This is an optimization exercise on Yosys and OpenROAD, whose aim is small area, a short achievable clock period and few clock cycles per item, not a production implementation.
Where RTL was checked, it was by simulation tests only, not by an equivalence proof against the original.
Only the layout flow was run in runs 1 to 3; the RTL was not checked for function there.

--- run.sh ---
#!/bin/bash
# synth_recipe.tcl (not shown) runs the flow's synth.tcl, then flattens the netlist and writes it again
# the make line also repeats each setting of config.mk as NAME=value (left out here)
make -C /OpenROAD-flow-scripts/flow DESIGN_CONFIG=/design/flow/config.mk WORK_HOME=/design/flow/orfs CLKGATE_MAP_FILE= SYNTH_SCRIPT=/design/flow/synth_recipe.tcl finish
--- config.mk ---
export PLATFORM = sky130hd
export DESIGN_NAME = kalman_filter_mc
export DESIGN_NICKNAME = kalman_filter_mc
export VERILOG_FILES = /design/flow/design.v
export SDC_FILE = /design/flow/constraint.sdc
export NUM_CORES = 4
export LEC_CHECK = 0
export CAP_MARGIN = 20
export CORE_MARGIN = 2
export CORE_UTILIZATION = 40
export SLEW_MARGIN = 20
--- constraint.sdc ---
create_clock -name core_clock -period 50.0 [get_ports {clk}]
set_input_delay 10.0000 -clock core_clock [delete_from_list [all_inputs] [get_ports {clk}]]
set_output_delay 10.0000 -clock core_clock [all_outputs]
set_load 0.01 [all_outputs]
--- design.v ---
`default_nettype none
module kalman_filter_mc #(
    parameter int DW    = 13,
    parameter int CH    = 3,
    parameter int CW    = 2,
    parameter int FRAC  = 12,
    parameter int Q_DEF = 1,
    parameter int R_DEF = 64,
    parameter int B     = 2           
) (
    input  logic              clk,
    input  logic              rst_n,
    input  logic              cfg_we,
    input  logic [DW-2:0]     q_cfg,
    input  logic [DW-2:0]     r_cfg,
    input  logic              clr,
    input  logic              in_valid,
    output logic              in_ready,
    input  logic [CW-1:0]     in_ch,
    input  logic signed [DW-1:0] in_data,
    output logic              out_valid,
    output logic [CW-1:0]     out_ch,
    output logic signed [DW-1:0] out_data
);
    localparam int PW  = DW - 1;            
    localparam int KW  = FRAC + 1;          
    localparam int DNW = PW + 2;            
    localparam int NIT = FRAC / B;          
    logic [PW-1:0] r_q, r_r;         
    logic [PW-1:0] r_qe, r_re;       
    logic          r_dirty;          
    logic signed [DW-1:0] r_x  [CH];
    logic [PW-1:0]        r_p  [CH];
    logic [KW-1:0]        r_k  [CH];    
    logic [PW-1:0]        r_pn [CH];    
    logic [CH-1:0]        r_seeded;
    logic [CH-1:0]        r_kv;         
    logic [CH-1:0]        r_fx;         
    logic                 r_s_valid;
    logic [CW-1:0]        r_s_ch;
    logic signed [DW-1:0] r_s_z;
    logic                 r_in_ready;
    logic                 r_out_valid;
    logic [CW-1:0]        r_out_ch;
    logic signed [DW-1:0] r_out_data;
    logic                 r_e_busy;     
    logic                 r_e_mul;      
    logic [CW-1:0]        r_e_ch;
    logic [$clog2(NIT+1)-1:0] r_e_cnt;
    logic [PW-1:0]        r_e_pf;
    logic [DNW-1:0]       r_e_den;
    logic [DNW-1:0]       r_e_rem;
    logic                 r_e_q12;
    logic [FRAC-1:0]      r_e_q;
    logic                 r_e_dz;       
    logic                 w_s_seeded, w_s_kv, w_fire, w_fire_mul, w_e_use;
    logic [CW-1:0]        w_mch;
    logic signed [DW-1:0] w_ma, w_mb, w_msum, w_xn;
    logic [KW-1:0]        w_k;
    logic signed [DW:0]   w_innov;
    logic signed [KW+DW:0] w_prod;
    always_comb begin
        w_s_seeded = r_seeded[r_s_ch];
        w_s_kv     = r_kv[r_s_ch];
        w_fire     = r_s_valid && (!w_s_seeded || w_s_kv);
        w_fire_mul = r_s_valid && w_s_seeded && w_s_kv;
        w_e_use    = r_e_mul && !w_fire_mul;
        w_k        = w_e_use ? {r_e_q12, r_e_q} : r_k[r_s_ch];
        w_ma       = w_e_use ? DW'(r_e_pf) : r_s_z;
        w_mb       = w_e_use ? '0 : r_x[r_s_ch];
        w_innov    = (DW+1)'(w_ma) - (DW+1)'(w_mb);
        w_prod     = $signed({1'b0, w_k}) * w_innov;
        w_msum     = w_mb + w_prod[FRAC+DW-1:FRAC];
        w_xn       = w_s_seeded ? w_msum : r_s_z;
    end
    logic [DNW-1:0] w_rem [B+1];
    logic [B-1:0]   w_qb;
    logic [DNW:0]   w_t   [B];
    logic           w_e_last;
    logic [FRAC-1:0] w_e_q;
    logic [PW-1:0]  w_e_pn;
    logic           w_e_fx;
    always_comb begin
        w_rem[0] = r_e_rem;
        for (int i = 0; i < B; i++) begin
            w_t[i] = {w_rem[i], 1'b0} - {1'b0, r_e_den};
            w_qb[B-1-i] = !w_t[i][DNW] && !r_e_dz;
            w_rem[i+1]  = w_qb[B-1-i] ? w_t[i][DNW-1:0] : {w_rem[i][DNW-2:0], 1'b0};
        end
        w_e_last = (r_e_cnt == 1);
        w_e_q    = {r_e_q[FRAC-1-B:0], w_qb};
        w_e_pn   = r_e_pf - PW'(w_msum);
        w_e_fx   = (w_e_pn == r_p[r_e_ch]);
    end
    logic           w_l_go;
    logic [CW-1:0]  w_l_ch;
    logic [PW:0]    w_l_psum;
    logic [PW-1:0]  w_l_pf;
    logic [DNW-1:0] w_l_den;
    logic           w_l_r0;
    logic           w_inval;
    logic           w_e_done;
    logic           w_e_free;
    logic [CH-1:0]  w_cand;
    always_comb begin
        w_inval  = r_in_ready && r_dirty;
        w_e_done = w_e_use;
        w_e_free = !(r_e_busy || r_e_mul) || w_e_done;
        for (int c = 0; c < CH; c++)
            w_cand[c] = !r_kv[c] && r_seeded[c] && !(w_fire && r_s_ch == CW'(c))
                        && !((r_e_busy || r_e_mul) && r_e_ch == CW'(c));
        w_l_go = 1'b0;
        w_l_ch = '0;
        for (int c = CH-1; c >= 0; c--)
            if (w_cand[c]) begin
                w_l_go = 1'b1;
                w_l_ch = CW'(c);
            end
        if (r_s_valid && w_cand[r_s_ch])
            w_l_ch = r_s_ch;
        w_l_go   = w_l_go && w_e_free && !w_inval;
        w_l_psum = {1'b0, r_p[w_l_ch]} + {1'b0, r_qe};
        w_l_pf   = w_l_psum[PW] ? '1 : w_l_psum[PW-1:0];
        w_l_den  = DNW'(w_l_pf) + DNW'(r_re);
        w_l_r0   = (r_re == '0);
    end
    logic [CH-1:0] w_seeded_n, w_kv_n, w_ok_n;
    logic          w_e_abort;
    always_comb begin
        w_e_abort = w_inval || (w_fire && !w_s_seeded && r_s_ch == r_e_ch);
        for (int c = 0; c < CH; c++) begin
            w_seeded_n[c] = r_seeded[c] && !clr;
            w_kv_n[c]     = r_kv[c];
            if (w_e_done && !w_e_abort && r_e_ch == CW'(c))
                w_kv_n[c] = 1'b1;
            if (w_fire && r_s_ch == CW'(c)) begin
                w_seeded_n[c] = 1'b1;
                w_kv_n[c]     = w_s_seeded && r_fx[c];
            end
            if (w_inval)
                w_kv_n[c] = 1'b0;
            w_ok_n[c] = !w_seeded_n[c] || w_kv_n[c];
        end
    end
    always_ff @(posedge clk or negedge rst_n) begin
        if (!rst_n) begin
            r_qe        <= PW'(Q_DEF);
            r_re        <= PW'(R_DEF);
            r_dirty     <= 1'b0;
            r_seeded    <= '0;
            r_kv        <= '0;
            r_s_valid   <= 1'b0;
            r_in_ready  <= 1'b1;
            r_out_valid <= 1'b0;
            r_e_busy    <= 1'b0;
            r_e_mul     <= 1'b0;
        end else begin
            if (r_in_ready) begin
                if (r_dirty) begin
                    r_qe <= r_q;
                    r_re <= r_r;
                end
                r_dirty <= cfg_we;
            end else if (cfg_we) begin
                r_dirty <= 1'b1;
            end
            r_seeded    <= w_seeded_n;
            r_kv        <= w_kv_n;
            r_out_valid <= w_fire;
            if (r_in_ready) begin
                r_s_valid  <= in_valid && (in_ch != 2'd3);
                r_in_ready <= !(in_valid && (in_ch != 2'd3)) || w_ok_n[in_ch];
            end else begin
                r_s_valid  <= r_s_valid && !w_fire;
                r_in_ready <= w_ok_n[r_s_ch];
            end
            if (w_l_go) begin
                r_e_busy <= 1'b1;
                r_e_mul  <= 1'b0;
            end else if (w_e_abort) begin
                r_e_busy <= 1'b0;
                r_e_mul  <= 1'b0;
            end else if (r_e_busy && w_e_last) begin
                r_e_busy <= 1'b0;
                r_e_mul  <= 1'b1;
            end else if (w_e_done) begin
                r_e_mul  <= 1'b0;
            end
        end
    end
    always_ff @(posedge clk) begin
        if (cfg_we) begin
            r_q <= q_cfg;
            r_r <= r_cfg;
        end
        if (r_in_ready) begin
            r_s_z  <= in_data;
            r_s_ch <= in_ch;
        end
        if (w_fire) begin
            r_x[r_s_ch]  <= w_xn;
            r_p[r_s_ch]  <= w_s_seeded ? r_pn[r_s_ch] : r_re;
            r_out_ch     <= r_s_ch;
            r_out_data   <= w_xn;
        end
        if (w_e_done) begin
            r_k[r_e_ch]  <= {r_e_q12, r_e_q};
            r_pn[r_e_ch] <= w_e_pn;
            r_fx[r_e_ch] <= w_e_fx;
        end
        if (w_l_go) begin
            r_e_ch  <= w_l_ch;
            r_e_cnt <= NIT[$bits(r_e_cnt)-1:0];
            r_e_pf  <= w_l_pf;
            r_e_den <= w_l_den;
            r_e_dz  <= (w_l_den == '0);
            r_e_rem <= w_l_r0 ? '0 : DNW'(w_l_pf);
            r_e_q12 <= w_l_r0 && w_l_pf != '0;
        end else if (r_e_busy) begin
            r_e_cnt <= r_e_cnt - 1'b1;
            r_e_rem <= w_rem[B];
            r_e_q   <= w_e_q;
        end
    end
    assign in_ready  = r_in_ready;
    assign out_valid = r_out_valid;
    assign out_ch    = r_out_ch;
    assign out_data  = r_out_data;
endmodule
`default_nettype wire
==> results.txt, run 1 <==
# TYPE chip_impl_metric gauge
chip_impl_metric{name="synth-async-reset-ratio",unit="%"} 11.8
chip_impl_metric{name="gr-usage-all-layers",unit="%"} 20.1
chip_impl_metric{name="stdcell_count",unit=""} 2853
chip_impl_metric{name="die_width",unit="um"} 237
chip_impl_info{name="post_synth_most_frequent_cells",value="262 x sky130_fd_sc_hd__edfxtp_1, 253 x sky130_fd_sc_hd__nand2_1, 246 x sky130_fd_sc_hd__inv_1"} 1
chip_impl_metric{name="global_route.overflow_total",unit=""} 0
chip_impl_metric{name="slew_headroom",unit="%"} 23.9
chip_impl_metric{name="num_io_pins",unit=""} 61
chip_impl_metric{name="final_core_utilization",unit="%"} 45.3
chip_impl_metric{name="floorplan.die_area",unit="um^2"} 56400
chip_impl_info{name="synth_top_cells_by_area",value="sky130_fd_sc_hd__edfxtp_1 36%, sky130_fd_sc_hd__fa_1 12%, sky130_fd_sc_hd__ha_1 9.9%"} 1
chip_impl_info{name="min_from",value="r_q[1]"} 1
chip_impl_metric{name="core-area",unit="um^2"} 53800
chip_impl_metric{name="clk-insertion-delay-late",unit="ns"} 0.55
chip_impl_info{name="worst_path_max_delay_cell",value="sky130_fd_sc_hd__xor2_1"} 1
chip_impl_metric{name="first_pass_detailed_route_iteration_total",unit=""} 5
chip_impl_metric{name="report.final.hold_viol_count",unit=""} 0
chip_impl_metric{name="grt_pass1_wl",unit="um"} 87800
chip_impl_metric{name="diodes",unit=""} 0
chip_impl_info{name="rsz0062_at_grt",value="false"} 1
chip_impl_info{name="tritoncts_clock_tree",value="done"} 1
chip_impl_metric{name="yosysSeqAreaShare",unit="%"} 40.9
chip_impl_metric{name="cts.sinks",unit=""} 305
chip_impl_metric{name="dieHeight",unit="um"} 237
chip_impl_metric{name="globalplace.congestion",unit=""} 0.890
chip_impl_metric{name="holdWs",unit="ns"} 0.470
chip_impl_metric{name="synth.cell_area",unit="um^2"} 21800
chip_impl_metric{name="cts-htree-levels",unit=""} 2
chip_impl_metric{name="grt_max_degree",unit=""} 77
chip_impl_metric{name="start_util",unit="%"} 40.5
chip_impl_metric{name="grt_antenna_before_repair",unit=""} 0
chip_impl_info{name="status",value="no timing/DRC/antenna violations"} 1
chip_impl_metric{name="avgSynthCellArea",unit="um^2"} 10.5
chip_impl_info{name="timing.critical_path.to_type",value="flip-flop"} 1
chip_impl_metric{name="portBuffers",unit=""} 60
chip_impl_metric{name="cts.clk_slew.worst_paths",unit="ns"} 0.06
chip_impl_metric{name="yosysTopAreaCellShare",unit="%"} 36.1
chip_impl_metric{name="placed_cells_incl_taps",unit=""} 2789
chip_impl_metric{name="setup-violations-final",unit=""} 0
chip_impl_metric{name="worst_pin_slew",unit="ns"} 1.14
chip_impl_metric{name="synth.ff_latch_count",unit=""} 305
chip_impl_metric{name="layout_min_cycle_time",unit="ns"} 13.90
chip_impl_info{name="hp-class",value="reg -> reg"} 1
chip_impl_metric{name="largest_fanout_on_the_critical_path",unit=""} 44
chip_impl_metric{name="layout-drive-gt1-share",unit="%"} 6.44
chip_impl_info{name="critical_path.startpoint",value="r_s_ch[1]"} 1
chip_impl_metric{name="critical_path_at",unit="ns"} 14.29
chip_impl_metric{name="max_cap_violations",unit=""} 0
chip_impl_metric{name="dpl.hpwl",unit="um"} 42400
chip_impl_metric{name="placement_rows",unit=""} 85
chip_impl_metric{name="drc_errors",unit=""} 0
chip_impl_metric{name="iteration_0_drc_count_of_the_detailed_router",unit=""} 930
chip_impl_metric{name="setup_tns",unit="ns"} 0
chip_impl_metric{name="layout_net_count",unit=""} 2482
chip_impl_metric{name="timing_max_transition_violations_final",unit=""} 0
chip_impl_metric{name="post_drt_via_cell_ratio",unit=""} 5.30
chip_impl_metric{name="area_delta_synth_final",unit="%"} 11.9
chip_impl_metric{name="synth.net_count",unit=""} 2421
chip_impl_info{name="critical_path.startpoint_type",value="flip-flop"} 1
chip_impl_metric{name="library_cells_used_by_synthesis",unit=""} 80
chip_impl_info{name="cts_root_cell",value="sky130_fd_sc_hd__clkbuf_16"} 1
chip_impl_info{name="worstReg2RegStart",value="r_s_ch[1]"} 1
chip_impl_metric{name="synth-edff-count",unit=""} 262
chip_impl_metric{name="period_share",unit="%"} 27.8
chip_impl_metric{name="yosys_warnings",unit=""} 3
chip_impl_info{name="synth_most_common_cell",value="sky130_fd_sc_hd__edfxtp_1"} 1
chip_impl_metric{name="wl_per_cell",unit="um"} 19.4
chip_impl_metric{name="cts.repair_timing.setup_buffer_count",unit=""} 0
chip_impl_metric{name="first_global_vias",unit=""} 15800
chip_impl_metric{name="post_cts_resized",unit=""} 0
chip_impl_metric{name="routed_wire_length",unit="um"} 55400
chip_impl_info{name="crit_top_cell",value="sky130_fd_sc_hd__fa_1"} 1
chip_impl_metric{name="critPathMaxStageDelay",unit="ns"} 0.80
chip_impl_metric{name="cts-buffers-inserted",unit=""} 35
chip_impl_metric{name="ctsLongestPathBuffers",unit=""} 3
chip_impl_metric{name="ant_nets",unit=""} 0
chip_impl_info{name="ys.flop_type",value="sky130_fd_sc_hd__edfxtp_1"} 1
chip_impl_metric{name="crit_required",unit="ns"} 50.38
chip_impl_metric{name="holdBufCountCts",unit=""} 0
chip_impl_metric{name="fin_worst_skew",unit="ns"} 0.0363
chip_impl_metric{name="achievable-frequency",unit="MHz"} 71.9
chip_impl_metric{name="postSynthCellCount",unit=""} 2069
chip_impl_metric{name="setup.reg_to_reg.worst_slack",unit="ns"} 36.10
chip_impl_info{name="synth_top_cell_by_area",value="sky130_fd_sc_hd__edfxtp_1"} 1
chip_impl_info{name="worstSetupPathType",value="reg -> reg"} 1
chip_impl_metric{name="vias",unit=""} 15100
## area by class of cell
| cell class | count | area, um^2 |
|---|---|---|
| clock inverter | 14 | 123 |
| clock buffer | 50 | 1040 |
| inverter | 247 | 927 |
| fill | 5069 | 29400 |
| tap | 696 | 871 |
| sequential | 305 | 8910 |
| multi-input combinational | 1459 | 11800 |
| timing repair buffer | 82 | 756 |
## per-layer routing
metal	up-vias	global-route usage, %	routed length, um
li1	7205	-	-
met1	7491	26.4	24100
met2	351	34.9	27500
met3	67	2.71	2460
met4	0	5.51	1250
met5	-	0	0
## metrics by stage
| step | setup WS, ns | cell area [um^2] |
|---|---|---|
| floorplan | 37.84 | 21800 |
| global placement | 36.66 | 23200 |
| detailed placement | 36.26 | 23200 |
| CTS | 36.17 | 24400 |
| global route | 35.15 | 24400 |
| finish | 36.10 | 24400 |
## placed cells by master (no fill, tap or decap), types with 12 or more instances in the layout
master	synthesis	final
sky130_fd_sc_hd__buf_4	0	22
sky130_fd_sc_hd__nor2_1	187	183
sky130_fd_sc_hd__xor2_1	37	37
sky130_fd_sc_hd__nor3_1	21	20
sky130_fd_sc_hd__clkdlybuf4s50_1	0	58
sky130_fd_sc_hd__o21a_1	17	17
sky130_fd_sc_hd__nor2b_1	26	26
sky130_fd_sc_hd__and2_1	19	19
sky130_fd_sc_hd__o21ai_0	105	105
sky130_fd_sc_hd__edfxtp_1	262	262
sky130_fd_sc_hd__inv_1	246	246
sky130_fd_sc_hd__a21oi_1	91	90
sky130_fd_sc_hd__mux2_2	26	26
sky130_fd_sc_hd__xnor2_1	70	70
sky130_fd_sc_hd__mux2i_1	80	80
sky130_fd_sc_hd__a21o_1	31	31
sky130_fd_sc_hd__o22ai_1	12	12
sky130_fd_sc_hd__fa_1	135	135
sky130_fd_sc_hd__nand2_1	253	253
sky130_fd_sc_hd__dfrtp_1	33	33
sky130_fd_sc_hd__ha_1	173	173
sky130_fd_sc_hd__clkbuf_16	0	38
sky130_fd_sc_hd__nand2b_1	20	20
sky130_fd_sc_hd__nand3_1	15	15
## worst max-delay path, delay by kind of cell, from the launching register on
kind	cells	cell delay, ns
multiplexers	2	0.40
adder cells (fa/ha/maj)	11	4.61
AND/OR/NAND/NOR	11	2.20
flip-flops	1	0.65
AO/OA/AOI/OAI	13	3.25
buffers and inverters	7	1.20
XOR/XNOR	4	1.37
## logic make-up after synthesis
| family | count (synthesis) | share of synthesized area, % |
|---|---|---|
| AND/OR/NAND/NOR | 599 | 12.2 |
| XOR/XNOR | 109 | 4.48 |
| buffers and inverters | 305 | 5.31 |
| flip-flops | 305 | 40.9 |
| adder cells (fa/ha/maj) | 310 | 22.4 |
| AO/OA/AOI/OAI | 335 | 9.70 |
| multiplexers | 106 | 5.02 |
## flip-flops by register name (all words and copies together) (netlist names), 2 cells and up, named ones only
signal      count
r_re           12
r_e_den        13
r_x            39
r_k            39
r_e_rem        14
r_e_ch          2
r_r            12
r_qe           12
r_e_cnt         3
r_p            36
r_e_pf         12
r_out_ch        2
r_q            12
r_kv            3
r_fx            3
r_pn           36
r_out_data     13
r_s_ch          2
r_seeded        3
r_s_z          13
r_e_q          12
## path summary, 6_finish.rpt
kind	end	cells past startpoint
min in group asynchronous	r_dirty	1
max in group asynchronous	r_qe[2]	1
max	r_fx[2]	48
min reg2reg	r_qe[1]	1
min	r_qe[1]	1
max reg2reg	r_fx[2]	48
==> run 2, diff against run 1 <==
--- a/design.v
+++ b/design.v
@@ -40,6 +40,7 @@
     logic [CW-1:0]        r_s_ch;
     logic signed [DW-1:0] r_s_z;
     logic                 r_in_ready;
+    logic                 r_in_ready_o;     
     logic                 r_out_valid;
     logic [CW-1:0]        r_out_ch;
     logic signed [DW-1:0] r_out_data;
@@ -89,8 +90,8 @@
         end
         w_e_last = (r_e_cnt == 1);
         w_e_q    = {r_e_q[FRAC-1-B:0], w_qb};
-        w_e_pn   = r_e_pf - PW'(w_msum);
-        w_e_fx   = (w_e_pn == r_p[r_e_ch]);
+        w_e_pn   = r_e_pf - w_prod[FRAC+PW-1:FRAC];
+        w_e_fx   = (w_prod[FRAC+PW-1:FRAC] == r_e_pf - r_p[r_e_ch]);
     end
     logic           w_l_go;
     logic [CW-1:0]  w_l_ch;
@@ -142,6 +143,12 @@
             w_ok_n[c] = !w_seeded_n[c] || w_kv_n[c];
         end
     end
+    logic w_rdy_o_n;
+    always_comb begin
+        w_rdy_o_n = w_ok_n[r_in_ready ? in_ch : r_s_ch];
+        if (r_in_ready && (!in_valid || in_ch == 2'd3))
+            w_rdy_o_n = 1'b1;
+    end
     always_ff @(posedge clk or negedge rst_n) begin
         if (!rst_n) begin
             r_qe        <= PW'(Q_DEF);
@@ -151,6 +158,7 @@
             r_kv        <= '0;
             r_s_valid   <= 1'b0;
             r_in_ready  <= 1'b1;
+            r_in_ready_o <= 1'b1;
             r_out_valid <= 1'b0;
             r_e_busy    <= 1'b0;
             r_e_mul     <= 1'b0;
@@ -174,6 +182,7 @@
                 r_s_valid  <= r_s_valid && !w_fire;
                 r_in_ready <= w_ok_n[r_s_ch];
             end
+            r_in_ready_o <= w_rdy_o_n;
             if (w_l_go) begin
                 r_e_busy <= 1'b1;
                 r_e_mul  <= 1'b0;
@@ -200,9 +209,9 @@
         if (w_fire) begin
             r_x[r_s_ch]  <= w_xn;
             r_p[r_s_ch]  <= w_s_seeded ? r_pn[r_s_ch] : r_re;
-            r_out_ch     <= r_s_ch;
-            r_out_data   <= w_xn;
-        end
+        end
+        r_out_ch   <= r_s_ch;
+        r_out_data <= w_xn;
         if (w_e_done) begin
             r_k[r_e_ch]  <= {r_e_q12, r_e_q};
             r_pn[r_e_ch] <= w_e_pn;
@@ -216,13 +225,14 @@
             r_e_dz  <= (w_l_den == '0);
             r_e_rem <= w_l_r0 ? '0 : DNW'(w_l_pf);
             r_e_q12 <= w_l_r0 && w_l_pf != '0;
-        end else if (r_e_busy) begin
+        end else begin
             r_e_cnt <= r_e_cnt - 1'b1;
             r_e_rem <= w_rem[B];
-            r_e_q   <= w_e_q;
-        end
-    end
-    assign in_ready  = r_in_ready;
+            if (r_e_busy)
+                r_e_q <= w_e_q;
+        end
+    end
+    assign in_ready  = r_in_ready_o;
     assign out_valid = r_out_valid;
     assign out_ch    = r_out_ch;
     assign out_data  = r_out_data;
==> results.txt, run 2 <==
# TYPE chip_impl_metric gauge
chip_impl_info{name="status",value="no timing/DRC/antenna violations"} 1
chip_impl_metric{name="synth.mux.area_fraction",unit="%"} 5.15
chip_impl_metric{name="iteration_0_drc_count_of_the_detailed_router",unit=""} 1031
chip_impl_metric{name="crit_required",unit="ns"} 50.30
chip_impl_info{name="mostFrequentLayoutCell",value="sky130_fd_sc_hd__inv_1"} 1
chip_impl_metric{name="worstRegToRegCells",unit=""} 44
chip_impl_metric{name="worstHoldPathCells",unit=""} 1
chip_impl_metric{name="synth_compound_area_share",unit="%"} 11.3
chip_impl_metric{name="synth_fa_ha_area_share",unit="%"} 22.9
chip_impl_metric{name="num_io_pins",unit=""} 61
chip_impl_metric{name="globalplace.congestion",unit=""} 0.928
chip_impl_metric{name="yosys_warnings",unit=""} 3
chip_impl_metric{name="achievable-frequency",unit="MHz"} 77.8
chip_impl_metric{name="clk-insertion-delay-late",unit="ns"} 0.52
chip_impl_metric{name="grt_max_degree",unit=""} 57
chip_impl_metric{name="layout_net_count",unit=""} 2602
chip_impl_metric{name="global_route.overflow_total",unit=""} 0
chip_impl_metric{name="post_dp_cell_area",unit="um^2"} 23700
chip_impl_metric{name="yosysTopAreaCellShare",unit="%"} 31.2
chip_impl_metric{name="first_pass_detailed_route_iteration_total",unit=""} 5
chip_impl_info{name="worstSetupPathType",value="reg -> reg"} 1
chip_impl_metric{name="dieHeight",unit="um"} 240
chip_impl_metric{name="yosysSeqAreaShare",unit="%"} 38.7
chip_impl_metric{name="area_delta_synth_final",unit="%"} 12.1
chip_impl_info{name="hp-class",value="reg -> reg"} 1
chip_impl_info{name="post_synth_most_frequent_cells",value="269 x sky130_fd_sc_hd__inv_1, 247 x sky130_fd_sc_hd__nand2_1, 231 x sky130_fd_sc_hd__edfxtp_1"} 1
chip_impl_metric{name="max_cap_violations",unit=""} 0
chip_impl_info{name="synth_top_family_by_area",value="adder cells"} 1
chip_impl_info{name="mostFrequentLayoutCells",value="269 x sky130_fd_sc_hd__inv_1, 247 x sky130_fd_sc_hd__nand2_1, 231 x sky130_fd_sc_hd__edfxtp_1"} 1
chip_impl_metric{name="library_cells_used_by_synthesis",unit=""} 71
chip_impl_metric{name="gr-usage-met2",unit="%"} 34.2
chip_impl_metric{name="vias",unit=""} 15900
chip_impl_metric{name="timing_max_transition_violations_final",unit=""} 0
chip_impl_metric{name="avgSynthCellArea",unit="um^2"} 10.2
chip_impl_info{name="globalRoute.busiestLayer",value="met2"} 1
chip_impl_metric{name="drc_errors",unit=""} 0
chip_impl_info{name="largest_registers",value="r_k (39), r_x (39)"} 1
chip_impl_metric{name="post_cts_resized",unit=""} 0
chip_impl_info{name="cts_root_cell",value="sky130_fd_sc_hd__clkbuf_16"} 1
chip_impl_info{name="synth_top_cells_by_area",value="sky130_fd_sc_hd__edfxtp_1 31%, sky130_fd_sc_hd__fa_1 12%, sky130_fd_sc_hd__ha_1 11%"} 1
chip_impl_info{name="timing.critical_path.max_delay_family",value="adder cells"} 1
chip_impl_metric{name="worst_slack",unit="ns"} 37.14
chip_impl_metric{name="die_width",unit="um"} 240
chip_impl_info{name="synth_top_cell_by_area",value="sky130_fd_sc_hd__edfxtp_1"} 1
chip_impl_metric{name="core-area",unit="um^2"} 55000
chip_impl_metric{name="groute.layer.met1.usage",unit="%"} 27.6
chip_impl_metric{name="cts-htree-levels",unit=""} 2
chip_impl_metric{name="wl_per_cell",unit="um"} 19.2
chip_impl_metric{name="synth-edff-count",unit=""} 231
chip_impl_metric{name="cts.sinks",unit=""} 304
chip_impl_info{name="worst_path_max_delay_cell",value="sky130_fd_sc_hd__dfxtp_2"} 1
chip_impl_metric{name="simple_gate_share_of_the_synthesized_area",unit="%"} 11.4
chip_impl_metric{name="yosys.area_share.xor_xnor",unit="%"} 4.98
chip_impl_metric{name="fin_worst_skew",unit="ns"} 0.0169
chip_impl_metric{name="critical_path_at",unit="ns"} 13.16
chip_impl_metric{name="holdBufCountCts",unit=""} 0
chip_impl_metric{name="report.final.hold_viol_count",unit=""} 0
chip_impl_metric{name="period_share",unit="%"} 25.7
chip_impl_metric{name="grt_antenna_before_repair",unit=""} 1
chip_impl_metric{name="first_global_vias",unit=""} 16200
chip_impl_info{name="crit_top_cell",value="sky130_fd_sc_hd__fa_1"} 1
chip_impl_metric{name="synth.ff_latch_count",unit=""} 304
chip_impl_metric{name="cts.clk_slew.worst_paths",unit="ns"} 0.06
chip_impl_metric{name="synth-async-reset-ratio",unit="%"} 12.2
chip_impl_metric{name="worst_pin_slew",unit="ns"} 1.09
chip_impl_info{name="synth_most_common_cell",value="sky130_fd_sc_hd__inv_1"} 1
chip_impl_metric{name="grt_pass1_wl",unit="um"} 90300
chip_impl_info{name="tritoncts_clock_tree",value="done"} 1
chip_impl_metric{name="critPathMaxStageDelay",unit="ns"} 0.79
chip_impl_info{name="critical_path.startpoint_type",value="flip-flop"} 1
chip_impl_metric{name="ant_nets",unit=""} 0
chip_impl_metric{name="slew_headroom",unit="%"} 27.4
chip_impl_metric{name="post_drt_via_cell_ratio",unit=""} 5.29
chip_impl_metric{name="largest_fanout_on_the_critical_path",unit=""} 47
chip_impl_metric{name="routed_wire_length",unit="um"} 57700
chip_impl_metric{name="layout_min_cycle_time",unit="ns"} 12.86
chip_impl_metric{name="floorplan.die_area",unit="um^2"} 57400
chip_impl_info{name="ys.flop_type",value="sky130_fd_sc_hd__edfxtp_1"} 1
chip_impl_metric{name="dp_slack",unit="ns"} 37.29
chip_impl_metric{name="layout-drive-gt1-share",unit="%"} 6.47
chip_impl_metric{name="finalInstanceArea",unit="um^2"} 24900
chip_impl_metric{name="groute.layer.met3.usage",unit="%"} 2.32
chip_impl_metric{name="path_depth",unit=""} 44
chip_impl_info{name="rsz0062_at_grt",value="false"} 1
chip_impl_metric{name="worstPathBufferInverterCount",unit=""} 7
chip_impl_metric{name="setup_tns",unit="ns"} 0
chip_impl_metric{name="setup.reg_to_reg.worst_slack",unit="ns"} 37.14
chip_impl_metric{name="cts.repair_timing.setup_buffer_count",unit=""} 0
chip_impl_metric{name="ctsLongestPathBuffers",unit=""} 3
chip_impl_metric{name="synth.net_count",unit=""} 2539
chip_impl_metric{name="synth.cell_area",unit="um^2"} 22200
chip_impl_metric{name="placement_rows",unit=""} 86
chip_impl_metric{name="postSynthCellCount",unit=""} 2170
chip_impl_metric{name="start_util",unit="%"} 40.4
chip_impl_metric{name="cts-buffers-inserted",unit=""} 34
chip_impl_info{name="timing.critical_path.to_type",value="flip-flop"} 1
chip_impl_metric{name="setup-violations-final",unit=""} 0
chip_impl_metric{name="diodes",unit=""} 0
chip_impl_metric{name="dpl.hpwl",unit="um"} 44700
chip_impl_metric{name="gr-usage-all-layers",unit="%"} 20.4
chip_impl_metric{name="portBuffers",unit=""} 60
==> run 2: cell types whose count changed after synthesis, sizes merged, moves of 15 or more <==
cell,change
o21ai,-15
ha,+16
inv,+23
dfxtp,+29
a21oi,+50
edfxtp,-31
==> run 2: path summary, 6_finish.rpt <==
check,start,to
max,r_s_ch[0],r_x[0][12]
min,r_e_cnt[0],r_e_cnt[0]
max reg2reg,r_s_ch[0],r_x[0][12]
min reg2reg,r_e_cnt[0],r_e_cnt[0]
max in group asynchronous,rst_n,r_seeded[0]
min in group asynchronous,rst_n,r_qe[10]
==> run 2: per-layer routing <==
layer / wire, um / up-vias
met2: 27300 / 411
met5: 0 / -
met1: 26100 / 7841
li1: - / 7548
met4: 1740 / 0
met3: 2620 / 88
==> run 2: layout make-up <==
| cell class | instances | area [um^2] |
|---|---|---|
| Clock buffer | 44 | 928 |
| Timing Repair Buffer | 88 | 801 |
| Clock inverter | 16 | 221 |
| Sequential cell | 304 | 8590 |
| Tap cell | 748 | 936 |
| Multi-Input combinational cell | 1535 | 12400 |
| Inverter | 270 | 1010 |
| Fill cell | 5146 | 30100 |
==> run 2: stage by stage <==
stage / utilization (%) / hold slack, ns / std cells
after floorplan: - / 0.329 / 2170
after global placement: 43.2 / 0.427 / 2945
after detailed placement: 43.2 / 0.436 / 2945
after CTS: 45.3 / 0.450 / 3005
after global routing: 45.3 / 0.468 / 3005
final: 45.3 / 0.444 / 3005
==> run 2: worst register-to-register path, delay by kind of cell, from the launching register on <==
family          cells  cell delay (ns)
xor+xnor            5             1.41
compound gates     14             3.33
flops               1             0.79
simple gates        9             1.37
buf+inv             7             1.59
fa+ha+maj           9             4.16
==> run 2: logic make-up (layout without fill, tap and decap cells) <==
logic type,after synthesis,after routing
AND/OR/NAND/NOR,581,581
AO/OA/AOI/OAI,401,401
buffers and inverters,331,418
adder cells (fa/ha/maj),325,325
flip-flops,304,304
XOR/XNOR,119,119
multiplexers,109,109
==> run 3, diff against run 2 <==
--- a/design.v
+++ b/design.v
@@ -54,24 +54,30 @@
     logic                 r_e_q12;
     logic [FRAC-1:0]      r_e_q;
     logic                 r_e_dz;       
-    logic                 w_s_seeded, w_s_kv, w_fire, w_fire_mul, w_e_use;
-    logic [CW-1:0]        w_mch;
-    logic signed [DW-1:0] w_ma, w_mb, w_msum, w_xn;
-    logic [KW-1:0]        w_k;
+    logic [CH-1:0]        r_s_oh;       
+    logic                 w_s_seeded, w_s_kv, w_fire;
+    logic [CH-1:0]        w_xsel;
+    logic signed [DW-1:0] w_ma, w_mb, w_msum, w_xn, w_xsel_x;
+    logic [KW-1:0]        w_k, w_ksel_k;
     logic signed [DW:0]   w_innov;
-    logic signed [KW+DW:0] w_prod;
-    always_comb begin
-        w_s_seeded = r_seeded[r_s_ch];
-        w_s_kv     = r_kv[r_s_ch];
-        w_fire     = r_s_valid && (!w_s_seeded || w_s_kv);
-        w_fire_mul = r_s_valid && w_s_seeded && w_s_kv;
-        w_e_use    = r_e_mul && !w_fire_mul;
-        w_k        = w_e_use ? {r_e_q12, r_e_q} : r_k[r_s_ch];
-        w_ma       = w_e_use ? DW'(r_e_pf) : r_s_z;
-        w_mb       = w_e_use ? '0 : r_x[r_s_ch];
+    logic signed [KW+DW:0] w_acc;
+    always_comb begin
+        w_s_seeded = |(r_s_oh & r_seeded);
+        w_s_kv     = |(r_s_oh & r_kv);
+        w_fire     = r_s_valid && (!w_s_seeded || (w_s_kv && !r_e_mul));
+        w_xsel     = r_e_mul ? '0 : r_s_oh;
+        w_xsel_x   = '0;
+        w_ksel_k   = '0;
+        for (int c = 0; c < CH; c++) begin
+            w_xsel_x = w_xsel_x | (r_x[c] & {DW{w_xsel[c]}});
+            w_ksel_k = w_ksel_k | (r_k[c] & {KW{w_xsel[c]}});
+        end
+        w_k        = r_e_mul ? {r_e_q12, r_e_q} : w_ksel_k;
+        w_ma       = r_e_mul ? DW'(r_e_pf) : r_s_z;
+        w_mb       = w_xsel_x;
         w_innov    = (DW+1)'(w_ma) - (DW+1)'(w_mb);
-        w_prod     = $signed({1'b0, w_k}) * w_innov;
-        w_msum     = w_mb + w_prod[FRAC+DW-1:FRAC];
+        w_acc      = ((KW+DW+1)'(w_mb) <<< FRAC) + $signed({1'b0, w_k}) * w_innov;
+        w_msum     = w_acc[FRAC+DW-1:FRAC];
         w_xn       = w_s_seeded ? w_msum : r_s_z;
     end
     logic [DNW-1:0] w_rem [B+1];
@@ -90,8 +96,8 @@
         end
         w_e_last = (r_e_cnt == 1);
         w_e_q    = {r_e_q[FRAC-1-B:0], w_qb};
-        w_e_pn   = r_e_pf - w_prod[FRAC+PW-1:FRAC];
-        w_e_fx   = (w_prod[FRAC+PW-1:FRAC] == r_e_pf - r_p[r_e_ch]);
+        w_e_pn   = r_e_pf - w_msum[PW-1:0];
+        w_e_fx   = (w_msum[PW-1:0] == r_e_pf - r_p[r_e_ch]);
     end
     logic           w_l_go;
     logic [CW-1:0]  w_l_ch;
@@ -105,8 +111,8 @@
     logic [CH-1:0]  w_cand;
     always_comb begin
         w_inval  = r_in_ready && r_dirty;
-        w_e_done = w_e_use;
-        w_e_free = !(r_e_busy || r_e_mul) || w_e_done;
+        w_e_done = r_e_mul;
+        w_e_free = !r_e_busy;
         for (int c = 0; c < CH; c++)
             w_cand[c] = !r_kv[c] && r_seeded[c] && !(w_fire && r_s_ch == CW'(c))
                         && !((r_e_busy || r_e_mul) && r_e_ch == CW'(c));
@@ -126,9 +132,10 @@
         w_l_r0   = (r_re == '0);
     end
     logic [CH-1:0] w_seeded_n, w_kv_n, w_ok_n;
-    logic          w_e_abort;
+    logic          w_e_abort, w_e_mul_n;
     always_comb begin
         w_e_abort = w_inval || (w_fire && !w_s_seeded && r_s_ch == r_e_ch);
+        w_e_mul_n = r_e_busy && w_e_last && !w_e_abort;
         for (int c = 0; c < CH; c++) begin
             w_seeded_n[c] = r_seeded[c] && !clr;
             w_kv_n[c]     = r_kv[c];
@@ -140,7 +147,7 @@
             end
             if (w_inval)
                 w_kv_n[c] = 1'b0;
-            w_ok_n[c] = !w_seeded_n[c] || w_kv_n[c];
+            w_ok_n[c] = !w_seeded_n[c] || (w_kv_n[c] && !w_e_mul_n);
         end
     end
     logic w_rdy_o_n;
@@ -205,11 +212,14 @@
         if (r_in_ready) begin
             r_s_z  <= in_data;
             r_s_ch <= in_ch;
-        end
-        if (w_fire) begin
-            r_x[r_s_ch]  <= w_xn;
-            r_p[r_s_ch]  <= w_s_seeded ? r_pn[r_s_ch] : r_re;
-        end
+            for (int c = 0; c < CH; c++)
+                r_s_oh[c] <= (in_ch == CW'(c));
+        end
+        for (int c = 0; c < CH; c++)
+            if (w_fire && r_s_oh[c]) begin
+                r_x[c] <= w_xn;
+                r_p[c] <= w_s_seeded ? r_pn[c] : r_re;
+            end
         r_out_ch   <= r_s_ch;
         r_out_data <= w_xn;
         if (w_e_done) begin
==> results.txt, run 3 <==
# TYPE chip_impl_metric gauge
chip_impl_info{name="tritoncts_clock_tree",value="done"} 1
chip_impl_metric{name="report.final.hold_viol_count",unit=""} 0
chip_impl_metric{name="holdBufCountCts",unit=""} 0
chip_impl_info{name="rsz0062_at_grt",value="false"} 1
chip_impl_metric{name="first_global_vias",unit=""} 15700
chip_impl_metric{name="diodes",unit=""} 0
chip_impl_metric{name="post_drt_via_cell_ratio",unit=""} 5.33
chip_impl_metric{name="setup_tns",unit="ns"} 0
chip_impl_info{name="synth_most_common_cell",value="sky130_fd_sc_hd__nand2_1"} 1
chip_impl_metric{name="start_util",unit="%"} 40.2
chip_impl_metric{name="placement_rows",unit=""} 86
chip_impl_info{name="hp-class",value="reg -> reg"} 1
chip_impl_metric{name="synth.cell_area",unit="um^2"} 22100
chip_impl_metric{name="worst_pin_slew",unit="ns"} 1.02
chip_impl_metric{name="cts.sinks",unit=""} 305
chip_impl_metric{name="first_pass_detailed_route_iteration_total",unit=""} 5
chip_impl_metric{name="num_io_pins",unit=""} 61
chip_impl_info{name="synth_top_cell_by_area",value="sky130_fd_sc_hd__edfxtp_1"} 1
chip_impl_metric{name="core-area",unit="um^2"} 54900
chip_impl_metric{name="area_delta_synth_final",unit="%"} 11.7
chip_impl_metric{name="cts-htree-levels",unit=""} 2
chip_impl_metric{name="synth.ff_latch_count",unit=""} 305
chip_impl_metric{name="synth-edff-count",unit=""} 234
chip_impl_metric{name="clk-insertion-delay-late",unit="ns"} 0.56
chip_impl_metric{name="grt_pass1_wl",unit="um"} 86800
chip_impl_metric{name="final_core_utilization",unit="%"} 44.9
chip_impl_metric{name="floorplan.die_area",unit="um^2"} 57100
chip_impl_metric{name="setup.reg_to_reg.worst_slack",unit="ns"} 38.85
chip_impl_metric{name="worstPathBufferInverterCount",unit=""} 1
chip_impl_metric{name="cts.repair_timing.setup_buffer_count",unit=""} 0
chip_impl_metric{name="achievable-frequency",unit="MHz"} 86.2
chip_impl_metric{name="die_width",unit="um"} 239
chip_impl_metric{name="post_cts_resized",unit=""} 0
chip_impl_metric{name="grt_max_degree",unit=""} 49
chip_impl_metric{name="postSynthCellCount",unit=""} 2098
chip_impl_metric{name="fin_worst_skew",unit="ns"} 0.0208
chip_impl_metric{name="crit_required",unit="ns"} 40.00
chip_impl_metric{name="dp_slack",unit="ns"} 38.37
chip_impl_metric{name="vias",unit=""} 15400
chip_impl_metric{name="finalInstanceArea",unit="um^2"} 24700
chip_impl_info{name="ys.flop_type",value="sky130_fd_sc_hd__edfxtp_1"} 1
chip_impl_metric{name="synth-async-reset-ratio",unit="%"} 12.1
chip_impl_metric{name="max_cap_violations",unit=""} 0
chip_impl_info{name="worstSetupPathType",value="reg -> out"} 1
chip_impl_metric{name="cts.clk_slew.worst_paths",unit="ns"} 0.06
chip_impl_metric{name="global_route.overflow_total",unit=""} 0
chip_impl_metric{name="drc_errors",unit=""} 0
chip_impl_metric{name="largest_fanout_on_the_critical_path",unit=""} 1
chip_impl_metric{name="globalplace.congestion",unit=""} 0.898
chip_impl_info{name="cts_root_cell",value="sky130_fd_sc_hd__clkbuf_16"} 1
chip_impl_info{name="critical_path.cell_chain",value="clkdlybuf4s50_1"} 1
chip_impl_metric{name="setup-violations-final",unit=""} 0
chip_impl_metric{name="iteration_0_drc_count_of_the_detailed_router",unit=""} 987
chip_impl_metric{name="ctsLongestPathBuffers",unit=""} 3
chip_impl_metric{name="critPathMaxStageDelay",unit="ns"} 0.53
chip_impl_info{name="worstReg2RegStart",value="r_e_mul"} 1
chip_impl_metric{name="post_dp_cell_area",unit="um^2"} 23500
chip_impl_metric{name="dpl.hpwl",unit="um"} 41400
chip_impl_metric{name="routed_wire_length",unit="um"} 54400
chip_impl_info{name="timing.critical_path.to_type",value="primary output"} 1
chip_impl_metric{name="portBuffers",unit=""} 60
chip_impl_metric{name="stdcell_count",unit=""} 2882
chip_impl_metric{name="timing_max_transition_violations_final",unit=""} 0
chip_impl_metric{name="synth.net_count",unit=""} 2468
chip_impl_metric{name="ant_nets",unit=""} 0
chip_impl_info{name="worst_r2r_endpoint",value="r_pn[1][9]"} 1
chip_impl_metric{name="slew_headroom",unit="%"} 30.7
chip_impl_metric{name="grt_antenna_before_repair",unit=""} 1
chip_impl_metric{name="layout_min_cycle_time",unit="ns"} 11.60
chip_impl_metric{name="layout_net_count",unit=""} 2520
chip_impl_metric{name="critical_path_at",unit="ns"} 1.60
chip_impl_metric{name="period_share",unit="%"} 23.2
chip_impl_info{name="worst_path_max_delay_cell",value="sky130_fd_sc_hd__clkdlybuf4s50_1"} 1
chip_impl_metric{name="dieHeight",unit="um"} 239
chip_impl_metric{name="yosysTopAreaCellShare",unit="%"} 31.8
chip_impl_info{name="timing.critical_path.max_delay_family",value="buffers and inverters"} 1
chip_impl_metric{name="placed_cells_incl_taps",unit=""} 2816
chip_impl_info{name="largest_registers",value="r_k (39), r_x (39)"} 1
chip_impl_metric{name="layout-drive-gt1-share",unit="%"} 8.40
chip_impl_metric{name="worstRegToRegCells",unit=""} 41
chip_impl_info{name="status",value="no timing/DRC/antenna violations"} 1
chip_impl_metric{name="path_depth",unit=""} 1
chip_impl_info{name="post_synth_most_frequent_cells",value="304 x sky130_fd_sc_hd__nand2_1, 261 x sky130_fd_sc_hd__inv_1, 234 x sky130_fd_sc_hd__edfxtp_1"} 1
chip_impl_info{name="critical_path.startpoint_type",value="flip-flop"} 1
chip_impl_metric{name="worst_slack",unit="ns"} 38.40
chip_impl_metric{name="yosysSeqAreaShare",unit="%"} 39.1
chip_impl_metric{name="gr-usage-all-layers",unit="%"} 19.6
chip_impl_info{name="critical_path.startpoint",value="r_in_ready_o"} 1
chip_impl_metric{name="cts-buffers-inserted",unit=""} 36
chip_impl_info{name="synth_top_cells_by_area",value="sky130_fd_sc_hd__edfxtp_1 32%, sky130_fd_sc_hd__fa_1 13%, sky130_fd_sc_hd__ha_1 10%"} 1
chip_impl_metric{name="library_cells_used_by_synthesis",unit=""} 87
chip_impl_metric{name="yosys_warnings",unit=""} 5
chip_impl_metric{name="avgSynthCellArea",unit="um^2"} 10.5
chip_impl_info{name="mostFrequentLayoutCell",value="sky130_fd_sc_hd__nand2_1"} 1
chip_impl_info{name="critPathCapture",value="in_ready"} 1
chip_impl_info{name="mostFrequentLayoutCells",value="304 x sky130_fd_sc_hd__nand2_1, 261 x sky130_fd_sc_hd__inv_1, 234 x sky130_fd_sc_hd__edfxtp_1"} 1
chip_impl_metric{name="wl_per_cell",unit="um"} 18.9
## run 3: cell count changes in the layout (fill, tap and decap cells not counted), moves of 23 or more
cell	previous run	this run
sky130_fd_sc_hd__nor2_1	191	92
sky130_fd_sc_hd__and2_1	22	52
sky130_fd_sc_hd__nand2_1	247	304
sky130_fd_sc_hd__xnor2_1	80	57
sky130_fd_sc_hd__mux2i_1	69	16
sky130_fd_sc_hd__a21oi_1	142	79
sky130_fd_sc_hd__o21ai_0	96	72
sky130_fd_sc_hd__a22oi_1	0	38
## run 3: layout make-up
class / count / area, um^2
fillers: 5146 / 30200
multi-input cells: 1461 / 12200
flip-flops and latches: 305 / 8640
clock buffers: 46 / 1010
inverters: 265 / 995
well taps: 704 / 881
repair buffers: 81 / 753
clock inverters: 20 / 165
## run 3: kinds of logic (layout without fill, tap and decap cells)
kind of cell / after synthesis / in the layout / share of synthesized area (%)
buffers and inverters: 332 / 412 / 5.74
multiplexers: 65 / 65 / 3.21
adder cells (fa/ha/maj): 326 / 326 / 23.5
XOR/XNOR: 98 / 98 / 4.34
AO/OA/AOI/OAI: 364 / 364 / 11.3
AND/OR/NAND/NOR: 608 / 608 / 12.8
flip-flops: 305 / 305 / 39.1
## run 3: worst min-delay path by stage
| stage | slack (ns) | end | cells past startpoint | start |
|---|---|---|---|---|
| floorplan | 0.33 | r_out_ch[1] | 0 | r_s_ch[1] |
| global placement | 0.43 | r_e_cnt[0] | 1 | r_e_cnt[0] |
| detailed placement | 0.44 | r_e_cnt[0] | 1 | r_e_cnt[0] |
| CTS | 0.45 | r_e_cnt[0] | 1 | r_e_cnt[0] |
| global route | 0.47 | r_e_cnt[0] | 1 | r_e_cnt[0] |
| finish | 0.45 | r_e_cnt[0] | 1 | r_e_cnt[0] |
## run 3: layer usage
layer | track usage (%) | part of all wire [%] | vias up
met5 | 0 | 0.024 | -
met4 | 5.78 | 2.4 | 2
met3 | 2.53 | 4.2 | 67
met2 | 34.1 | 49 | 344
met1 | 25.6 | 44 | 7627
li1 | - | - | 7323
## run 3: per-stage QoR
step	hold slack, ns
2_1_floorplan	0.329
3_3_place_gp	0.431
3_5_place_dp	0.442
4_1_cts	0.449
5_1_grt	0.474
6_report	0.448
==> run 4, diff against run 3 <==
--- a/design.v
+++ b/design.v
@@ -47,7 +47,7 @@
     logic                 r_e_busy;     
     logic                 r_e_mul;      
     logic [CW-1:0]        r_e_ch;
-    logic [$clog2(NIT+1)-1:0] r_e_cnt;
+    logic [3:0]           r_e_cnt;
     logic [PW-1:0]        r_e_pf;
     logic [DNW-1:0]       r_e_den;
     logic [DNW-1:0]       r_e_rem;
@@ -229,7 +229,7 @@
         end
         if (w_l_go) begin
             r_e_ch  <= w_l_ch;
-            r_e_cnt <= NIT[$bits(r_e_cnt)-1:0];
+            r_e_cnt <= 4'(NIT);
             r_e_pf  <= w_l_pf;
             r_e_den <= w_l_den;
             r_e_dz  <= (w_l_den == '0);
==> results.txt, run 4 <==
# TYPE chip_impl_metric gauge
chip_impl_info{name="status",value="no timing/DRC/antenna violations"} 1
chip_impl_info{name="post_synth_most_frequent_cells",value="295 x sky130_fd_sc_hd__nand2_1, 265 x sky130_fd_sc_hd__inv_1, 234 x sky130_fd_sc_hd__edfxtp_1"} 1
chip_impl_metric{name="worst_pin_slew",unit="ns"} 1.09
chip_impl_metric{name="avgSynthCellArea",unit="um^2"} 10.5
chip_impl_metric{name="drc_errors",unit=""} 0
chip_impl_metric{name="num_io_pins",unit=""} 61
chip_impl_metric{name="vias",unit=""} 15300
chip_impl_metric{name="cts-htree-levels",unit=""} 2
chip_impl_info{name="hp-class",value="reg -> reg"} 1
chip_impl_metric{name="cts.sinks",unit=""} 306
chip_impl_metric{name="first_global_vias",unit=""} 15600
chip_impl_metric{name="cts.repair_timing.setup_buffer_count",unit=""} 0
chip_impl_info{name="largest_registers",value="r_k (39), r_x (39)"} 1
chip_impl_metric{name="crit_required",unit="ns"} 40.00
chip_impl_metric{name="report.final.hold_viol_count",unit=""} 0
chip_impl_metric{name="global_route.overflow_total",unit=""} 0
chip_impl_metric{name="max_cap_violations",unit=""} 0
chip_impl_info{name="critical_path.startpoint",value="r_in_ready_o"} 1
chip_impl_metric{name="period_share",unit="%"} 23.1
chip_impl_metric{name="ctsLongestPathBuffers",unit=""} 3
chip_impl_metric{name="slew_headroom",unit="%"} 26.9
chip_impl_metric{name="achievable-frequency",unit="MHz"} 86.4
chip_impl_metric{name="largest_fanout_on_the_critical_path",unit=""} 1
chip_impl_info{name="cts_root_cell",value="sky130_fd_sc_hd__clkbuf_16"} 1
chip_impl_metric{name="grt_max_degree",unit=""} 48
chip_impl_metric{name="portBuffers",unit=""} 60
chip_impl_info{name="worstReg2RegStart",value="r_s_oh[1]"} 1
chip_impl_metric{name="postSynthCellCount",unit=""} 2103
chip_impl_info{name="tritoncts_clock_tree",value="done"} 1
chip_impl_metric{name="core-area",unit="um^2"} 54900
chip_impl_metric{name="floorplan.die_area",unit="um^2"} 57100
chip_impl_metric{name="dpl.hpwl",unit="um"} 41600
chip_impl_info{name="rsz0062_at_grt",value="false"} 1
chip_impl_metric{name="globalplace.congestion",unit=""} 0.877
chip_impl_metric{name="critical_path_at",unit="ns"} 1.57
chip_impl_metric{name="synth.net_count",unit=""} 2473
chip_impl_metric{name="worstPathBufferInverterCount",unit=""} 1
chip_impl_metric{name="setup-violations-final",unit=""} 0
chip_impl_metric{name="synth.cell_area",unit="um^2"} 22100
chip_impl_metric{name="synth.ff_latch_count",unit=""} 306
chip_impl_metric{name="first_pass_detailed_route_iteration_total",unit=""} 6
chip_impl_info{name="synth_top_cells_by_area",value="sky130_fd_sc_hd__edfxtp_1 32%, sky130_fd_sc_hd__fa_1 13%, sky130_fd_sc_hd__ha_1 10%"} 1
chip_impl_metric{name="start_util",unit="%"} 40.2
chip_impl_info{name="mostFrequentLayoutCells",value="295 x sky130_fd_sc_hd__nand2_1, 265 x sky130_fd_sc_hd__inv_1, 234 x sky130_fd_sc_hd__edfxtp_1"} 1
chip_impl_info{name="timing.critical_path.max_delay_family",value="flip-flops"} 1
chip_impl_metric{name="synth-async-reset-ratio",unit="%"} 12.1
chip_impl_info{name="synth_most_common_cell",value="sky130_fd_sc_hd__nand2_1"} 1
chip_impl_metric{name="synth-edff-count",unit=""} 234
chip_impl_metric{name="wl_per_cell",unit="um"} 18.9
chip_impl_metric{name="setup_tns",unit="ns"} 0
chip_impl_info{name="min_from",value="r_e_cnt[0]"} 1
chip_impl_metric{name="yosysSeqAreaShare",unit="%"} 39.2
chip_impl_info{name="worst_path_max_delay_cell",value="sky130_fd_sc_hd__dfstp_2"} 1
chip_impl_metric{name="die_width",unit="um"} 239
chip_impl_metric{name="placement_rows",unit=""} 86
chip_impl_metric{name="post_drt_via_cell_ratio",unit=""} 5.29
chip_impl_metric{name="area_delta_synth_final",unit="%"} 11.7
chip_impl_info{name="timing.critical_path.to_type",value="primary output"} 1
chip_impl_metric{name="fin_worst_skew",unit="ns"} 0.0183
chip_impl_metric{name="diodes",unit=""} 0
chip_impl_info{name="critical_path.startpoint_type",value="flip-flop"} 1
chip_impl_metric{name="grt_pass1_wl",unit="um"} 86200
chip_impl_metric{name="cts.clk_slew.worst_paths",unit="ns"} 0.06
chip_impl_info{name="synth_top_cell_by_area",value="sky130_fd_sc_hd__edfxtp_1"} 1
chip_impl_metric{name="library_cells_used_by_synthesis",unit=""} 88
chip_impl_metric{name="timing_max_transition_violations_final",unit=""} 0
chip_impl_metric{name="yosys_warnings",unit=""} 5
chip_impl_metric{name="gr-usage-all-layers",unit="%"} 19.5
chip_impl_info{name="worstSetupPathType",value="reg -> out"} 1
chip_impl_metric{name="grt_antenna_before_repair",unit=""} 0
chip_impl_metric{name="layout-drive-gt1-share",unit="%"} 7.74
chip_impl_info{name="ys.flop_type",value="sky130_fd_sc_hd__edfxtp_1"} 1
chip_impl_metric{name="cts-buffers-inserted",unit=""} 36
chip_impl_metric{name="layout_net_count",unit=""} 2525
chip_impl_info{name="mostFrequentLayoutCell",value="sky130_fd_sc_hd__nand2_1"} 1
chip_impl_metric{name="critPathMaxStageDelay",unit="ns"} 0.52
chip_impl_metric{name="clk-insertion-delay-late",unit="ns"} 0.54
chip_impl_metric{name="yosysTopAreaCellShare",unit="%"} 31.8
chip_impl_metric{name="fillCellCount",unit=""} 5167
chip_impl_metric{name="routed_wire_length",unit="um"} 54500
chip_impl_metric{name="ant_nets",unit=""} 0
chip_impl_metric{name="dieHeight",unit="um"} 239
chip_impl_metric{name="holdWs",unit="ns"} 0.469
chip_impl_metric{name="post_cts_resized",unit=""} 0
chip_impl_metric{name="iteration_0_drc_count_of_the_detailed_router",unit=""} 1011
chip_impl_metric{name="holdBufCountCts",unit=""} 0
chip_impl_metric{name="layout_min_cycle_time",unit="ns"} 11.57
chip_impl_info{name="critical_path.cell_chain",value="clkdlybuf4s50_1"} 1
## run 4: through the flow
step	std cells	worst slack (ns)	util, %	cell area, um^2
6_report	2887	38.43	45.0	24700
5_1_grt	2887	37.89	45.0	24700
4_1_cts	2887	38.39	44.9	24600
3_5_place_dp	2821	38.42	42.8	23500
3_3_place_gp	2821	38.46	42.8	23500
2_1_floorplan	2103	39.05	-	22100
## run 4: area by class of cell
cell class | count | area [um^2] | share of cell area (%)
well taps | 704 | 881 | 3.57
repair buffers | 87 | 798 | 3.24
clock buffers | 49 | 1030 | 4.19
flip-flops and latches | 306 | 8660 | 35.1
clock inverters | 17 | 129 | 0.522
inverters | 266 | 998 | 4.05
multi-input cells | 1458 | 12200 | 49.3
## run 4: layer usage
metal	track usage (%)	wire (um)	vias to the layer above
met5	0	0	-
met4	5.08	1130	0
met3	2.66	2700	67
met2	34.2	27200	393
met1	25.3	23400	7496
li1	-	-	7303
## run 4: kinds of logic (layout without fill, tap and decap cells)
family	Yosys count	after routing	share of synthesized area, %
buffers and inverters	339	419	5.90
xor gates and xnor gates	103	103	4.44
DFF	306	306	39.2
AOI/OAI and AO/OA	354	354	10.7
adders and majority gates	326	326	23.5
and+or+nand+nor	595	595	12.3
muxes	80	80	3.91
## run 4: path summary, 6_finish.rpt
check,to,slack [ns],cells past startpoint
setup / recovery,in_ready,38.43,1
hold / removal,r_e_cnt[0],0.47,1
setup reg to reg,r_pn[0][9],38.70,36
hold reg to reg,r_e_cnt[0],0.47,1
max in group asynchronous,r_e_mul,39.77,1
min in group asynchronous,r_qe[10],9.59,1
Testbench counts of run 4, summed over its fixed seeds: cycles 13,793, items 12,000.
==> run 5, diff against run 4 <==
==> flow/run.sh (new file) <==
#!/bin/bash
set -euo pipefail
bash standard.sh "BUFFER_PORTS_ARGS=-buffer_cell sky130_fd_sc_hd__buf_4" finish > flow_make.log 2>&1
==> standard.sh (new file) <==
#!/bin/bash
# synth_recipe.tcl (not shown) runs the flow's synth.tcl, then flattens the netlist and writes it again
# the make line also repeats each setting of config.mk as NAME=value (left out here)
make -C /OpenROAD-flow-scripts/flow DESIGN_CONFIG=/design/flow/config.mk WORK_HOME=/design/flow/orfs CLKGATE_MAP_FILE= SYNTH_SCRIPT=/design/flow/synth_recipe.tcl "${@:-finish}"
removed: run.sh
==> results.txt, run 5 <==
# TYPE chip_impl_metric gauge
chip_impl_metric{name="vias",unit=""} 15400
chip_impl_info{name="status",value="no timing/DRC/antenna violations"} 1
chip_impl_info{name="mostFrequentLayoutCells",value="295 x sky130_fd_sc_hd__nand2_1, 265 x sky130_fd_sc_hd__inv_1, 234 x sky130_fd_sc_hd__edfxtp_1"} 1
chip_impl_metric{name="start_util",unit="%"} 40.2
chip_impl_metric{name="worst_pin_slew",unit="ns"} 1.14
chip_impl_metric{name="routed_wire_length",unit="um"} 54400
chip_impl_metric{name="floorplan.die_area",unit="um^2"} 57100
chip_impl_metric{name="die_width",unit="um"} 239
chip_impl_info{name="worstSetupPathType",value="reg -> reg"} 1
chip_impl_metric{name="critPathMaxStageDelay",unit="ns"} 0.92
chip_impl_metric{name="achievable-frequency",unit="MHz"} 86.6
chip_impl_metric{name="cts-buffers-inserted",unit=""} 30
chip_impl_metric{name="core-area",unit="um^2"} 54900
chip_impl_info{name="tritoncts_clock_tree",value="done"} 1
chip_impl_metric{name="gr-usage-all-layers",unit="%"} 19.2
chip_impl_metric{name="cts.clk_slew.worst_paths",unit="ns"} 0.06
chip_impl_metric{name="synth.ff_latch_count",unit=""} 306
chip_impl_metric{name="layout_min_cycle_time",unit="ns"} 11.55
chip_impl_info{name="timing.critical_path.to_type",value="flip-flop"} 1
chip_impl_metric{name="grt_pass1_wl",unit="um"} 85800
chip_impl_metric{name="portBuffers",unit=""} 60
chip_impl_info{name="mostFrequentLayoutCell",value="sky130_fd_sc_hd__nand2_1"} 1
chip_impl_metric{name="dpl.hpwl",unit="um"} 41900
chip_impl_metric{name="post_drt_via_cell_ratio",unit=""} 5.37
chip_impl_metric{name="area_delta_synth_final",unit="%"} 10.0
chip_impl_metric{name="grt_antenna_before_repair",unit=""} 0
chip_impl_info{name="cts_root_cell",value="sky130_fd_sc_hd__clkbuf_16"} 1
chip_impl_metric{name="ant_nets",unit=""} 0
chip_impl_metric{name="wl_per_cell",unit="um"} 18.9
chip_impl_metric{name="dp_slack",unit="ns"} 38.50
chip_impl_info{name="synth_top_cells_by_area",value="sky130_fd_sc_hd__edfxtp_1 32%, sky130_fd_sc_hd__fa_1 13%, sky130_fd_sc_hd__ha_1 10%"} 1
chip_impl_metric{name="globalplace.congestion",unit=""} 0.892
## run 5: critical path: cells and delay by family (launching register included)
| kind | cells | cell delay [ns] |
|---|---|---|
| buf+inv | 5 | 0.23 |
| flops | 1 | 0.80 |
| fa+ha+maj | 9 | 4.03 |
| compound gates | 15 | 2.87 |
| simple gates | 7 | 2.15 |
| xor+xnor | 3 | 1.21 |
## run 5: cell families after synthesis
kind of cell / synth area share, %
DFF: 39.2
adders and majority gates: 23.5
xor gates and xnor gates: 4.44
and+or+nand+nor: 12.3
AOI/OAI and AO/OA: 10.7
muxes: 3.91
buffers and inverters: 5.90
## run 5: worst paths after layout
path | slack [ns] | from | to
hold reg to reg | 0.47 | r_e_cnt[0] | r_e_cnt[0]
setup / recovery | 38.45 | r_s_oh[0] | r_pn[0][9]
max in group asynchronous | 40.20 | rst_n | r_e_mul
hold / removal | 0.47 | r_e_cnt[0] | r_e_cnt[0]
min in group asynchronous | 9.40 | rst_n | r_qe[8]
setup reg to reg | 38.45 | r_s_oh[0] | r_pn[0][9]
## run 5: metal layers
layer / wire length, um / vias to the layer above
met4: 1570 / 0
met2: 26400 / 445
li1: - / 7255
met5: 0 / -
met1: 23300 / 7625
met3: 3100 / 86
## run 5: final cells by class
cell class | count | area (um^2)
Clock buffer | 43 | 851
Clock inverter | 13 | 133
Fill cell | 5179 | 30600
Inverter | 266 | 998
Multi-Input combinational cell | 1458 | 12200
Sequential cell | 306 | 8660
Tap cell | 704 | 881
Timing Repair Buffer | 81 | 608
## run 5: per-stage QoR
step / hold slack, ns / area, um^2
6_report: 0.468 / 24300
5_1_grt: 0.491 / 24300
4_1_cts: 0.472 / 24300
3_5_place_dp: 0.455 / 23300
3_3_place_gp: 0.446 / 23300
2_1_floorplan: 0.329 / 22100

-- what the ideal ports hide --
No port has a modelled driver above. Below, the same layouts with a new extraction and two added sets of constraints. Step 1: set_driving_cell puts a clkbuf_16 on clk and a buf_2 on each other input, an assumption about the parent block. Step 2 moves the port delays by t, midway between the first and last clock arrival at a register: inputs arrive t later, outputs are due t later. That takes back most of the time a late clock gives input paths. Slacks: ideal ports / drivers / drivers and shift; pairs: ideal ports / drivers.
run | t (ns) | slack for setup (ns) | worst data-port slew with drivers (ns)
run 1 | 0.587 | 36.095 / 36.095 / 36.095 | 0.07
run 2 | 0.565 | 37.139 / 37.139 / 37.139 | 0.05
run 3 | 0.603 | 38.401 / 38.349 / 38.384 | 0.05
run 4 | 0.593 | 38.426 / 38.367 / 38.429 | 0.04
run 5 | 0.613 | 38.454 / 38.454 / 38.454 | 0.04
After both steps setup and hold are still met in every run listed. For run 3, which loses most, drivers alone change the setup slack by -0.052 ns; drivers and shift together by -0.017 ns.
